Source: an optimization exercise on an open RTL-to-GDS flow (aim: small area). Production flows keep margins and buffers that such runs may drop.
At most, simulation tests tie the RTL to the original design; equivalence was not proved.
Only the layout flow was run in run 2; the RTL was not checked for function there.
The clock port is modelled as an ideal driver; clocking choices that lean on that would not hold on a real chip.
Power figures rest on the tool's default switching activity, not on a simulated workload.

<file path="flow/flow/run.sh">
#!/bin/bash
# Standard layout (the standard.sh, standard synthesis unchanged), built with:
#  - the smallest buffer cell as the port buffers;
#  - a clock tree of clkbuf_4 cells over clusters of up to 10 flip-flops (50 um across), with no
#    dummy loads;
#  - an area recovery step after clock tree synthesis (flow/post_cts.tcl).
set -euo pipefail
here=$(pwd)
bash standard.sh \
  "BUFFER_PORTS_ARGS=-buffer_cell sky130_fd_sc_hd__buf_1" \
  "CTS_ARGS=-sink_clustering_enable -repair_clock_nets -dont_use_dummy_load -buf_list sky130_fd_sc_hd__clkbuf_4 -sink_clustering_size 10 -sink_clustering_max_diameter 50" \
  "POST_CTS_TCL=$here/flow/post_cts.tcl" \
  finish > "$here/standard.log" 2>&1
</file>
<file path="flow/flow/post_cts.tcl">
# Area recovery after clock tree synthesis: downsize cells off the critical
# paths (any footprint), then legalize again.
estimate_parasitics -placement
repair_timing -recover_power 100 -verbose
detailed_placement
check_placement -verbose
estimate_parasitics -placement
report_worst_slack -max
report_worst_slack -min
</file>
<file path="flow/standard.sh">
#!/bin/bash
# synth_recipe.tcl (not shown) runs the flow's synth.tcl, then flattens the netlist and writes it again
# the make line also repeats each setting of config.mk as NAME=value (left out here)
make -C /OpenROAD-flow-scripts/flow DESIGN_CONFIG=/design/flow/config.mk WORK_HOME=/design/flow/orfs CLKGATE_MAP_FILE= SYNTH_SCRIPT=/design/flow/synth_recipe.tcl "${@:-finish}"
</file>
<file path="flow/config.mk">
export PLATFORM = sky130hd
export DESIGN_NAME = bus_message_endpoint
export DESIGN_NICKNAME = bus_message_endpoint
export VERILOG_FILES = /design/flow/design.v
export SDC_FILE = /design/flow/constraint.sdc
export NUM_CORES = 4
export LEC_CHECK = 0
export CAP_MARGIN = 5
export CORE_MARGIN = 2
export CORE_UTILIZATION = 75
export PLACE_DENSITY = 0.85
export SLEW_MARGIN = 5
export SYNTH_HIERARCHICAL = 1
</file>
<file path="flow/constraint.sdc">
create_clock -name core_clock -period 8.0 [get_ports {clk}]
set_input_delay 1.6000 -clock core_clock [delete_from_list [all_inputs] [get_ports {clk}]]
set_output_delay 1.6000 -clock core_clock [all_outputs]
set_load 0.01 [all_outputs]
</file>
<file path="flow/design.v">
module bus_message_endpoint_store #(
  parameter int          W       = 8,
  parameter int          DEPTH   = 4,
  parameter bit          TWO_SRC = 1'b0,
  parameter int          NW      = 0,
  parameter logic [31:0] CONST_A = '0
) (
  input  logic             clk,
  input  logic             hold_i,
  input  logic             load_i,
  input  logic             load_a_i,
  input  logic             load_b_i,
  input  logic [W-NW-1:0]  wdata_a_i,
  input  logic [W-1:0]     wdata_b_i,
  input  logic [DEPTH-1:0] rsel_n_i,
  output logic [W-1:0]     rdata_o
);
  logic [W-1:0] mem_q [DEPTH];
  logic [W-1:0] wdata_a;
  if (NW > 0) begin : g_const
    assign wdata_a = {CONST_A[NW-1:0], wdata_a_i};
  end else begin : g_noconst
    assign wdata_a = wdata_a_i;
  end
  always_ff @(posedge clk) begin
    if (TWO_SRC)
      mem_q[0] <= (mem_q[0] & {W{hold_i}}) | (wdata_a & {W{load_a_i}})
                | (wdata_b_i & {W{load_b_i}});
    else
      mem_q[0] <= (mem_q[0] & {W{hold_i}}) | (wdata_a & {W{load_a_i}});
    for (int i = 1; i < DEPTH; i++)
      mem_q[i] <= (mem_q[i] & {W{hold_i}}) | (mem_q[i-1] & {W{load_i}});
  end
  always_comb begin
    rdata_o = '1;
    for (int i = 0; i < DEPTH; i++)
      rdata_o = rdata_o & (mem_q[i] | {W{rsel_n_i[i]}});
  end
endmodule
module bus_message_endpoint_fifo #(
  parameter int          W       = 8,
  parameter int          DEPTH   = 4,
  parameter bit          TWO_SRC = 1'b0,
  parameter int          NW      = 0,
  parameter logic [31:0] CONST_A = '0
) (
  input  logic            clk,
  input  logic            rst_n,
  input  logic            clear_i,
  input  logic            push_i,
  input  logic            sel_a_i,
  input  logic [W-NW-1:0] wdata_a_i,
  input  logic [W-1:0]    wdata_b_i,
  input  logic            pop_i,
  output logic [W-1:0]    rdata_o,
  output logic            full_o,
  output logic            empty_o
);
  localparam int CW = $clog2(DEPTH + 1);
  logic [CW-1:0]    count_q, count_d;
  logic             push_ok, pop_ok;
  logic             load_a, load_b;
  logic [DEPTH-1:0] rsel_n_q;
  assign full_o  = (count_q == CW'(DEPTH));
  assign empty_o = (count_q == '0);
  assign push_ok = push_i & ~full_o & ~clear_i;
  assign pop_ok  = pop_i & ~empty_o & ~clear_i;
  assign load_a  = TWO_SRC ? (push_ok & sel_a_i) : push_ok;
  assign load_b  = TWO_SRC ? (push_ok & ~sel_a_i) : 1'b0;
  always_comb begin
    count_d = count_q;
    if (clear_i)                count_d = '0;
    else if (push_ok & ~pop_ok) count_d = count_q + CW'(1);
    else if (pop_ok & ~push_ok) count_d = count_q - CW'(1);
  end
  always_ff @(posedge clk or negedge rst_n) begin
    if (!rst_n) count_q <= '0;
    else        count_q <= count_d;
  end
  always_ff @(posedge clk) begin
    for (int i = 0; i < DEPTH; i++) rsel_n_q[i] <= (count_d != CW'(i + 1));
  end
  bus_message_endpoint_store #(
    .W(W), .DEPTH(DEPTH), .TWO_SRC(TWO_SRC), .NW(NW), .CONST_A(CONST_A)
  ) u_store (
    .clk       (clk),
    .hold_i    (~push_ok),
    .load_i    (push_ok),
    .load_a_i  (load_a),
    .load_b_i  (load_b),
    .wdata_a_i (wdata_a_i),
    .wdata_b_i (wdata_b_i),
    .rsel_n_i  (rsel_n_q),
    .rdata_o   (rdata_o)
  );
endmodule
module bus_message_endpoint #(
  parameter logic [31:0] NODE_ID  = 32'd5,
  parameter int          TX_DEPTH = 4,
  parameter int          RX_DEPTH = 4
) (
  input  logic        clk,
  input  logic        rst_n,
  input  logic        flush,
  input  logic        core_val_i,
  output logic        core_ack_o,
  input  logic [31:0] core_dst_i,
  input  logic [31:0] core_tag_i,
  input  logic [63:0] core_msg_i,
  output logic        core_val_o,
  input  logic        core_rdy_i,
  output logic [31:0] core_src_o,
  output logic [31:0] core_tag_o,
  output logic [63:0] core_msg_o,
  output logic        net_tx_val_o,
  input  logic        net_tx_rdy_i,
  output logic [31:0] net_tx_dst_o,
  output logic [31:0] net_tx_src_o,
  output logic [31:0] net_tx_tag_o,
  output logic [63:0] net_tx_msg_o,
  input  logic        net_rx_val_i,
  output logic        net_rx_rdy_o,
  input  logic [31:0] net_rx_dst_i,
  input  logic [31:0] net_rx_src_i,
  input  logic [31:0] net_rx_tag_i,
  input  logic [63:0] net_rx_msg_i,
  output logic [15:0] drop_count_o
);
  localparam int TXW = 128;
  localparam int RXW = 128;
  logic           active;
  logic           core_is_local, local_cand;
  logic           net_match, net_cand, contention;
  logic           local_grant, net_grant;
  logic           remote_ack, local_ack;
  logic           net_acc, net_drop;
  logic           tx_push, tx_pop, tx_full, tx_empty;
  logic           rx_push, rx_pop, rx_full, rx_empty;
  logic [TXW-1:0] tx_head;
  logic [RXW-1:0] rx_head;
  logic           last_local_q, last_local_d;
  logic [15:0]    drop_count_q, drop_count_d;
  assign active        = rst_n & ~flush;
  assign core_is_local = (core_dst_i == NODE_ID);
  assign local_cand    = core_val_i & core_is_local;
  assign net_match     = (net_rx_dst_i == NODE_ID);
  assign net_cand      = net_rx_val_i & net_match;
  assign contention    = local_cand & net_cand;
  assign local_grant = ~net_cand | ~last_local_q;
  assign net_grant   = ~local_cand | (net_cand & last_local_q);
  assign remote_ack = active & core_val_i & ~core_is_local & ~tx_full;
  assign local_ack  = active & local_cand & local_grant & ~rx_full;
  assign core_ack_o = remote_ack | local_ack;
  assign net_rx_rdy_o = active & (net_match ? (~rx_full & net_grant) : 1'b1);
  assign net_acc      = net_rx_val_i & net_rx_rdy_o & net_match;
  assign net_drop     = net_rx_val_i & net_rx_rdy_o & ~net_match;
  assign tx_push = remote_ack;
  assign rx_push = local_ack | net_acc;
  assign core_val_o   = active & ~rx_empty;
  assign rx_pop       = core_val_o & core_rdy_i;
  assign net_tx_val_o = active & ~tx_empty;
  assign tx_pop       = net_tx_val_o & net_tx_rdy_i;
  assign {core_src_o, core_tag_o, core_msg_o}       = rx_head;
  assign {net_tx_dst_o, net_tx_tag_o, net_tx_msg_o} = tx_head;
  assign net_tx_src_o = NODE_ID;
  assign drop_count_o = drop_count_q;
  always_comb begin
    last_local_d = last_local_q;
    if (flush) begin
      last_local_d = 1'b0;
    end else if (contention && !rx_full) begin
      last_local_d = local_ack;
    end
  end
  always_comb begin
    drop_count_d = drop_count_q;
    if (net_drop && (drop_count_q != 16'hFFFF)) drop_count_d = drop_count_q + 16'd1;
  end
  always_ff @(posedge clk or negedge rst_n) begin
    if (!rst_n) begin
      last_local_q <= 1'b0;
      drop_count_q <= 16'd0;
    end else begin
      last_local_q <= last_local_d;
      drop_count_q <= drop_count_d;
    end
  end
  bus_message_endpoint_fifo #(.W(TXW), .DEPTH(TX_DEPTH)) u_tx_fifo (
    .clk       (clk),
    .rst_n     (rst_n),
    .clear_i   (flush),
    .push_i    (tx_push),
    .sel_a_i   (1'b1),
    .wdata_a_i ({core_dst_i, core_tag_i, core_msg_i}),
    .wdata_b_i ('0),
    .pop_i     (tx_pop),
    .rdata_o   (tx_head),
    .full_o    (tx_full),
    .empty_o   (tx_empty)
  );
  bus_message_endpoint_fifo #(
    .W(RXW), .DEPTH(RX_DEPTH), .TWO_SRC(1'b1), .NW(32), .CONST_A(NODE_ID)
  ) u_rx_fifo (
    .clk       (clk),
    .rst_n     (rst_n),
    .clear_i   (flush),
    .push_i    (rx_push),
    .sel_a_i   (local_cand & local_grant),
    .wdata_a_i ({core_tag_i, core_msg_i}),
    .wdata_b_i ({net_rx_src_i, net_rx_tag_i, net_rx_msg_i}),
    .pop_i     (rx_pop),
    .rdata_o   (rx_head),
    .full_o    (rx_full),
    .empty_o   (rx_empty)
  );
endmodule
</file>
==> results of run 1 <==
==> worst max path at each step <==
stage | startpoint | end | slack [ns] | depth (start not counted)
global route | rst_n | core_ack_o | 2.23 | 6
finish | core_dst_i[0] | u_rx_fifo.u_store.mem_q[0][91] | 2.38 | 12
global placement | core_dst_i[0] | u_rx_fifo.u_store.mem_q[2][127] | 2.12 | 10
floorplan | core_dst_i[2] | core_ack_o | 3.40 | 4
detailed placement | core_dst_i[0] | u_rx_fifo.u_store.mem_q[3][117] | 1.91 | 10
==> metrics by stage <==
step                instance area, um2  power, mW
global route                     40500       9.80
floorplan                        38600       6.99
detailed placement               39600       7.30
finish                           40500       9.45
global placement                 39600       7.19
==> flip-flops by register name (all words and copies together), names as in the netlist <==
name,flops
u_tx_fifo.count_q,3
last_local_q,1
u_rx_fifo.count_q,3
u_tx_fifo.rsel_n_q,4
u_rx_fifo.rsel_n_q,4
u_tx_fifo.u_store.mem_q,512
drop_count_q,16
u_rx_fifo.u_store.mem_q,512
==> metal layers <==
metal	global-route usage	vias up	share of wire
met5	0	-	0.0013
met4	0.201	22	0.053
met3	0.107	303	0.11
met2	0.570	1813	0.44
met1	0.512	15699	0.39
li1	-	14323	-
==> final cells by class <==
| type | count | area (um2) | area share |
|---|---|---|---|
| Timing Repair Buffer | 597 | 2440 | 0.0603 |
| Clock buffer | 115 | 863 | 0.0213 |
| Inverter | 108 | 429 | 0.0106 |
| Tap cell | 680 | 851 | 0.0210 |
| Sequential cell | 1055 | 21300 | 0.525 |
| Antenna cell | 22 | 55.1 | 0.00136 |
| Multi-Input combinational cell | 1990 | 14600 | 0.361 |
==> placed cells by master (no fill, tap or decap), types with 3 or more instances in the layout <==
cell,n
a21oi_1,4
a222oi_1,96
a22o_1,926
and2_1,4
and3_1,3
and4_1,3
buf_1,558
buf_12,5
buf_4,19
clkbuf_1,12
clkbuf_4,115
conb_1,32
dfrtp_1,23
dfxtp_1,1024
dfxtp_4,8
diode_2,22
ha_1,7
inv_1,106
nand2_1,13
nand2b_1,6
nand3_1,6
nand4_1,6
nor2_1,268
nor2b_1,3
nor3_1,8
nor3b_1,5
nor4_1,13
nor4_2,3
o211ai_1,3
o22ai_1,513
or4b_1,3
xor2_1,15
==> power by group through the flow <==
stage	Combinational [mW]	Clock [mW]	Sequential, mW
3_5_place_dp	0.855	0	6.44
3_3_place_gp	0.812	0	6.38
2_1_floorplan	0.672	0	6.32
6_report	0.865	2.24	6.35
5_1_grt	0.937	2.46	6.41
==> key figures, run 1 <==
Run status
  • Status: timing/DRC/antenna clean

Finish
  • Fraction of layout cells with a size suffix above 1: 0.0442
  • Core Util, Final: 0.795
  • Area grow syn2layout: 5.20%
  • Layout Nets: 4169
  • Final non-filler cell total: 4567
  • Fillers: 3393

STA
  • Fin Hold WS: 0.479 ns
  • Unrepaired setup endpoints after global routing: false
  • Final Max Tran Viols: 0
  • Setup violators final: 0
  • Fin crit share: 0.703
  • Max Clock Freq: 178 MHz
  • Slew HR: 0.133
  • Worst slew pin tran: 1.30 ns
  • Worst Skew: 0.0495 ns
  • Final worst slack: 2.38 ns
  • Final min period: 5.62 ns
  • Final hold vios: 0
  • Setup_tns: 0 ns

Placed design
  • Global placement routability congestion: 0.923
  • Pre-CTS WS: 1.91 ns
  • Detail Placement HPWL: 68.9 mm
  • Dpl cells: 4426
  • Port bufs: 570

Pwr
  • Pwr dens: 233 nW/um2
  • Logic gate share of total power: 0.092
  • Net Sw Frac: 0.252
  • Sequential Power Share: 0.671
  • Switching power of the nets: 2.39 mW
  • Internal power: 7.07 mW
  • Clock network fraction of total power: 0.237
  • Worst VDD drop: 0.156 mV
  • Pleak: 16.3 nW

Floorplanning
  • Cell Rows: 83
  • Total core area: 51000 um2
  • Die H: 231 um
  • Initial core utilization: 0.755
  • Die area: 53200 um2
  • Die X: 231 um
  • I/O pin cnt: 603

Setup path
  • CP Launch Type: input port
  • Setup CP Type: input port to flip-flop
  • CP max-delay cell: nor4b_1
  • Reg2Reg Depth: 13
  • R2r setup slk: 3.32 ns
  • Worst R2R Start: u_rx_fifo.count_q[0]
  • CP bufs+invs: 5
  • R2r endpoint: u_rx_fifo.u_store.mem_q[0][91]
  • CP Cell Sequence: buf_1 > nor4b_1 > and4_1 > nand3_1 > a21oi_1 > nand2b_1 > nor2_1 > inv_8 > buf_12 > buf_4 > a222oi_1 > inv_1
  • Critical Path RT: 8.80 ns
  • Largest delay share family, worst path: simple AND/OR/NAND/NOR gates
  • Critical Path Fanout Max: 259
  • CP arrival: 6.42 ns
  • Crit path largest cell delay: 0.62 ns
  • CP Capture Type: flip-flop

Hold path
  • HP Class: flip-flop to flip-flop
  • Hold Startpoint: u_tx_fifo.u_store.mem_q[0][94]
  • Worst hold path depth: 1
  • Hold EP: u_tx_fifo.u_store.mem_q[1][94]

Global route
  • Vias in the first global route: 29114
  • Largest net degree at the start of global routing: 301
  • Initial antenna violation count: 30
  • GRT Total Usage: 0.383
  • Global-route wire length before repair: 163 mm
  • GRT Residual Overflow: 0

Route
  • Remaining DRCs: 0
  • Starting DRT DRC Count: 4038
  • Vias: 32160
  • Vias per cell: 7.04
  • TritonRoute pass-1 iters: 9
  • Routed wire per std cell: 23.7 um
  • Routed Antenna Nets: 0
  • DRT Wirelength: 108 mm

Clock network
  • CTS clock-pin slew for the worst setup and hold paths: 0.10 ns
  • Worst-Skew Late Latency: 0.93 ns
  • CTS sink count: 1055
  • CTS tree: built

Run
  • Max_cap viols: 0

Synth
  • Syn Std Cell Area: 38500 um2
  • Cells after Synth: 3507
  • Synth warnings: 13
  • Syn_area_per_cell: 11.0 um2
==> run 2, diff against run 1 <==
--- a/flow/design.v
+++ b/flow/design.v
@@ -92,6 +92,77 @@
     .wdata_b_i (wdata_b_i),
     .rsel_n_i  (rsel_n_q),
     .rdata_o   (rdata_o)
+  );
+endmodule
+module bus_message_endpoint_txstore #(
+  parameter int W     = 8,
+  parameter int DEPTH = 4
+) (
+  input  logic             clk,
+  input  logic [DEPTH-1:0] hold_i,
+  input  logic [DEPTH-1:0] load_i,
+  input  logic [DEPTH-2:0] shift_i,
+  input  logic [W-1:0]     wdata_i,
+  output logic [W-1:0]     rdata_o
+);
+  logic [W-1:0] mem_q [DEPTH];
+  always_ff @(posedge clk) begin
+    for (int i = 0; i < DEPTH - 1; i++)
+      mem_q[i] <= (mem_q[i] & {W{hold_i[i]}}) | (mem_q[i+1] & {W{shift_i[i]}})
+                | (wdata_i & {W{load_i[i]}});
+    mem_q[DEPTH-1] <= (mem_q[DEPTH-1] & {W{hold_i[DEPTH-1]}})
+                    | (wdata_i & {W{load_i[DEPTH-1]}});
+  end
+  assign rdata_o = mem_q[0];
+endmodule
+module bus_message_endpoint_txq #(
+  parameter int W     = 8,
+  parameter int DEPTH = 4
+) (
+  input  logic         clk,
+  input  logic         rst_n,
+  input  logic         clear_i,
+  input  logic         push_i,
+  input  logic [W-1:0] wdata_i,
+  input  logic         pop_i,
+  output logic [W-1:0] rdata_o,
+  output logic         full_o,
+  output logic         empty_o
+);
+  localparam int CW = $clog2(DEPTH + 1);
+  logic [CW-1:0]    count_q, count_d, widx;
+  logic             push_ok, pop_ok;
+  logic [DEPTH-1:0] hold, load;
+  logic [DEPTH-2:0] shift;
+  assign full_o  = (count_q == CW'(DEPTH));
+  assign empty_o = (count_q == '0);
+  assign push_ok = push_i & ~full_o & ~clear_i;
+  assign pop_ok  = pop_i & ~empty_o & ~clear_i;
+  assign widx    = pop_ok ? count_q - CW'(1) : count_q;
+  always_comb begin
+    for (int i = 0; i < DEPTH; i++) begin
+      load[i] = push_ok & (widx == CW'(i));
+      hold[i] = ~pop_ok & ~load[i];
+    end
+    for (int i = 0; i < DEPTH - 1; i++) shift[i] = pop_ok & ~load[i];
+  end
+  always_comb begin
+    count_d = count_q;
+    if (clear_i)                count_d = '0;
+    else if (push_ok & ~pop_ok) count_d = count_q + CW'(1);
+    else if (pop_ok & ~push_ok) count_d = count_q - CW'(1);
+  end
+  always_ff @(posedge clk or negedge rst_n) begin
+    if (!rst_n) count_q <= '0;
+    else        count_q <= count_d;
+  end
+  bus_message_endpoint_txstore #(.W(W), .DEPTH(DEPTH)) u_store (
+    .clk     (clk),
+    .hold_i  (hold),
+    .load_i  (load),
+    .shift_i (shift),
+    .wdata_i (wdata_i),
+    .rdata_o (rdata_o)
   );
 endmodule
 module bus_message_endpoint #(
@@ -185,18 +256,16 @@
       drop_count_q <= drop_count_d;
     end
   end
-  bus_message_endpoint_fifo #(.W(TXW), .DEPTH(TX_DEPTH)) u_tx_fifo (
-    .clk       (clk),
-    .rst_n     (rst_n),
-    .clear_i   (flush),
-    .push_i    (tx_push),
-    .sel_a_i   (1'b1),
-    .wdata_a_i ({core_dst_i, core_tag_i, core_msg_i}),
-    .wdata_b_i ('0),
-    .pop_i     (tx_pop),
-    .rdata_o   (tx_head),
-    .full_o    (tx_full),
-    .empty_o   (tx_empty)
+  bus_message_endpoint_txq #(.W(TXW), .DEPTH(TX_DEPTH)) u_tx_fifo (
+    .clk     (clk),
+    .rst_n   (rst_n),
+    .clear_i (flush),
+    .push_i  (tx_push),
+    .wdata_i ({core_dst_i, core_tag_i, core_msg_i}),
+    .pop_i   (tx_pop),
+    .rdata_o (tx_head),
+    .full_o  (tx_full),
+    .empty_o (tx_empty)
   );
   bus_message_endpoint_fifo #(
     .W(RXW), .DEPTH(RX_DEPTH), .TWO_SRC(1'b1), .NW(32), .CONST_A(NODE_ID)
==> flow/config.mk (replaced) <==
export PLATFORM = sky130hd
export DESIGN_NAME = bus_message_endpoint
export DESIGN_NICKNAME = bus_message_endpoint
export VERILOG_FILES = /design/flow/design.v
export SDC_FILE = /design/flow/constraint.sdc
export NUM_CORES = 4
export LEC_CHECK = 0
export CAP_MARGIN = 10
export CORE_MARGIN = 2
export CORE_UTILIZATION = 65
export PLACE_DENSITY = 0.75
export SLEW_MARGIN = 10
export SYNTH_HIERARCHICAL = 1
==> run 2 against run 1 <==
Net effect:
- worst hold slack worse by 0.0084 ns
- sequential share of layout area is 0.42 points lower
- fmax shrank 2.7%
- die area increased by 14%
- first-iteration DRC count grew 40%
- register-to-register slack worse by 1.1 ns
- sequential power is 2% higher
- non-clock buffer count rose by 13
- design area is 0.36% higher
- combinational power rose by 110%
- core utilization shrank 9.3 points
- clock-buffer cell count stayed put
==> key figures, run 2 <==
Setup path
  • Setup CP Type: flip-flop to flip-flop
  • Reg2Reg Depth: 12 (-1)
  • CP max-delay cell: and2_0
  • Crit path largest cell delay: 0.75 ns (+0.13 ns)
  • R2r endpoint: u_tx_fifo.u_store.mem_q[0][110]
  • Worst Setup EP: u_tx_fifo.u_store.mem_q[0][110]
  • Critical Path Fanout Max: 59 (-77%)
  • CP Capture Type: flip-flop
  • CP Cell Sequence: clkinv_1 > ha_1 > nand2_1 > inv_1 > a2111oi_0 > nor2b_1 > and2_0 > a31oi_4 > buf_4 > buf_4 > a222oi_1 > inv_1
  • Worst R2R Start: u_tx_fifo.count_q[0]
  • R2r setup slk: 2.22 ns (-1.10 ns)
  • CP Launch Type: flip-flop
  • CP arrival: 6.55 ns (+0.13 ns)
  • CP Launch Point: u_tx_fifo.count_q[0]
  • Critical Path RT: 8.77 ns (-0.03 ns)

Pwr
  • Pwr dens: 259 nW/um2 (+11%)
  • Worst VDD drop: 0.228 mV (+46%)
  • Sequential Power Share: 0.615 (-0.056)
  • Net Sw Frac: 0.297 (+0.0448)
  • Logic gate share of total power: 0.172 (+0.080)
  • Pleak: 18.3 nW (+12%)
  • Internal power: 7.41 mW (+4.9%)
  • Switching power of the nets: 3.13 mW (+31%)
  • Clock network fraction of total power: 0.213 (-0.024)

STA
  • Setup violators final: 0 (unchanged)
  • Unrepaired setup endpoints after global routing: false
  • Setup_tns: 0 ns (unchanged)
  • Fin crit share: 0.723 (+0.0196)
  • Max Clock Freq: 173 MHz (-2.7%)
  • Final min period: 5.78 ns (+0.157 ns)
  • Worst Skew: 0.0715 ns (+0.0221 ns)
  • Slew HR: 0.110 (-0.0233)
  • Fin Hold WS: 0.471 ns (-0.00836 ns)
  • Worst slew pin tran: 1.34 ns (+0.0349 ns)
  • Final hold vios: 0 (unchanged)
  • Final Max Tran Viols: 0 (unchanged)

Synth
  • Most common cell in the netlist: dfxtp_1
  • Asr flop ratio synth: 0.0219
  • Top cell types by occurrence after synthesis: dfxtp_1, a22o_1, inv_1
  • Main synth FF type: dfxtp_1
  • Synth area leader: dfxtp_1
  • Syn_area_per_cell: 10.9 um2 (-0.79%)
  • Syn Std Cell Area: 38200 um2 (-0.76%)
  • Yosys reg bits: 1051
  • Ranking of synthesized cells by area: dfxtp_1, a222oi_1, a22o_1
  • Post-synth cell types: 72
  • Cells after Synth: 3508 (+0.029%)
  • EDFF count, synth: 0
  • Seq/Total Area, Yosys: 0.553
  • Synth warnings: 13 (unchanged)
  • Yosys top cell area share: 0.538

Placed design
  • Port bufs: 570 (unchanged)
  • Global placement routability congestion: 0.910 (-1.5%)
  • Detail Placement HPWL: 68.9 mm (about the same)

Global route
  • GRT Residual Overflow: 0 (unchanged)
  • Global-route wire length before repair: 171 mm (+4.8%)
  • Vias in the first global route: 30286 (+4.0%)
  • GRT Total Usage: 0.352 (-0.0310)
  • Initial antenna violation count: 10 (-67%)
  • Largest net degree at the start of global routing: 225 (-25%)

Route
  • Starting DRT DRC Count: 5644 (+40%)
  • Vias per cell: 6.90 (-2.1%)
  • Remaining DRCs: 0 (unchanged)
  • TritonRoute pass-1 iters: 13 (+4)
  • Routed wire per std cell: 24.2 um (+2.1%)
  • DRT Wirelength: 113 mm (+4.2%)
  • Vias: 32153 (-0.022%)
  • Routed Antenna Nets: 0 (unchanged)

Clock network
  • CTS sink count: 1051 (-0.38%)
  • Worst-Skew Late Latency: 0.92 ns (about the same)
  • CTS tree: built
  • CTS clock-pin slew for the worst setup and hold paths: 0.10 ns (about the same)

Floorplanning
  • Total core area: 57900 um2 (+14%)
  • Initial core utilization: 0.660 (-0.0954)
  • Die X: 246 um (+6.9%)
  • Die H: 246 um (+6.9%)
  • I/O pin cnt: 603 (unchanged)
  • Cell Rows: 88 (+6.0%)
  • Die area: 60800 um2 (+14%)

Run status
  • Status: timing/DRC/antenna clean

Finish
  • Layout Nets: 4197 (+0.67%)
  • Most common cell after layout, fill and taps aside: dfxtp_1
  • Most frequent cells in the layout: dfxtp_1, buf_1, a22o_1, inv_1, a222oi_1
  • Biggest regs: u_rx_fifo.u_store.mem_q x512, u_tx_fifo.u_store.mem_q x512, drop_count_q x16
  • Fraction of layout cells with a size suffix above 1: 0.0485 (+0.00431)
  • Area grow syn2layout: 6.38%

Hold path
  • Hold Startpoint: u_rx_fifo.u_store.mem_q[2][3]
  • HP Class: flip-flop to flip-flop

Run
  • Max_cap viols: 0 (unchanged)
[run 2: metrics by stage]
step	total power, mW	setup WS [ns]	instances	util	instance area [um2]
final	10.5	2.22	4663	0.702	40700
after global placement	8.25	2.11	4537	0.686	39700
after floorplan	7.56	3.69	3538	-	38300
after detailed placement	8.37	1.93	4537	0.686	39700
after global routing	11.0	1.92	4662	0.702	40700
[run 2: worst min path at each step]
stage | endpoint | cells past startpoint
6_report | u_rx_fifo.u_store.mem_q[3][3] | 1
2_1_floorplan | u_tx_fifo.u_store.mem_q[2][0] | 2
3_3_place_gp | u_tx_fifo.u_store.mem_q[2][78] | 2
3_5_place_dp | u_tx_fifo.u_store.mem_q[2][102] | 2
5_1_grt | u_rx_fifo.u_store.mem_q[3][3] | 1
[run 2: cell type report]
cell class | instances | area [um2]
Sequential cell | 1051 | 21200
Fill cell | 4448 | 17300
Multi-Input combinational cell | 1625 | 13200
Timing Repair Buffer | 610 | 2580
Inverter | 492 | 1860
Tap cell | 765 | 957
Clock buffer | 115 | 863
Antenna cell | 5 | 12.5
[run 2: power by group through the flow]
stage	Sequential, mW	Clock (mW)	Combinational [mW]
after floorplan	6.62	0	0.944
after global placement	6.54	0	1.72
after detailed placement	6.57	0	1.80
after global routing	6.55	2.49	1.98
final	6.48	2.24	1.81
[run 2: critical path: cells and delay by family (launching register included)]
family	cells	cell delay [ns]
and+or+nand+nor	3	1.32
AOI/OAI and AO/OA	3	1.62
DFF	1	0.70
adders and majority gates	1	0.42
buffers and inverters	5	1.59
[run 2: logic make-up (layout without fill, tap and decap cells)]
kind of cell	after synthesis	after routing	share of synthesized area
XOR/XNOR	18	18	0.00412
other	2	37	0.000196
AO/OA/AOI/OAI	1316	1316	0.300
buffers and inverters	862	1217	0.106
AND/OR/NAND/NOR	249	249	0.0337
adder cells (fa/ha/maj)	7	7	0.00229
flip-flops	1051	1051	0.553
multiplexers	3	3	0.000949
[run 2: routing by layer]
metal,part of all wire,up-vias,GRT usage
li1,-,14274,-
met1,0.38,15721,0.462
met2,0.46,1873,0.545
met3,0.12,275,0.101
met4,0.040,10,0.148
met5,0.00045,-,0

-- port drivers added, routing unchanged --
No port has a modelled driver above. Below, the same layouts with a new extraction and two added sets of constraints.
Step 1 (the two cells are an assumption about what drives the block):
set clk [get_ports {clk}]
set_driving_cell -lib_cell sky130_fd_sc_hd__clkbuf_16 $clk
set_driving_cell -lib_cell sky130_fd_sc_hd__buf_2 [delete_from_list [all_inputs] $clk]
Step 2 times the ports against the registers' clock, not the clock port: input delays grow and output delays shrink by t, the midpoint of the rising clock arrivals with the driver on.
Slacks: ideal / step 1 / step 2; pairs: ideal / step 1.
| run | shift t [ns] | setup slack, ns | clock arrival spread, ns |
|---|---|---|---|
| run 1 | 0.966 | 2.375 / 2.411 / 1.445 | 0.057 / 0.056 |
| run 2 | 0.947 | 2.218 / 2.218 / 1.445 | 0.072 / 0.072 |
After both steps setup and hold are still met in every run listed. The setup slack of run 1, which loses most, moves by +0.036 ns with the drivers and by -0.930 ns with both steps.
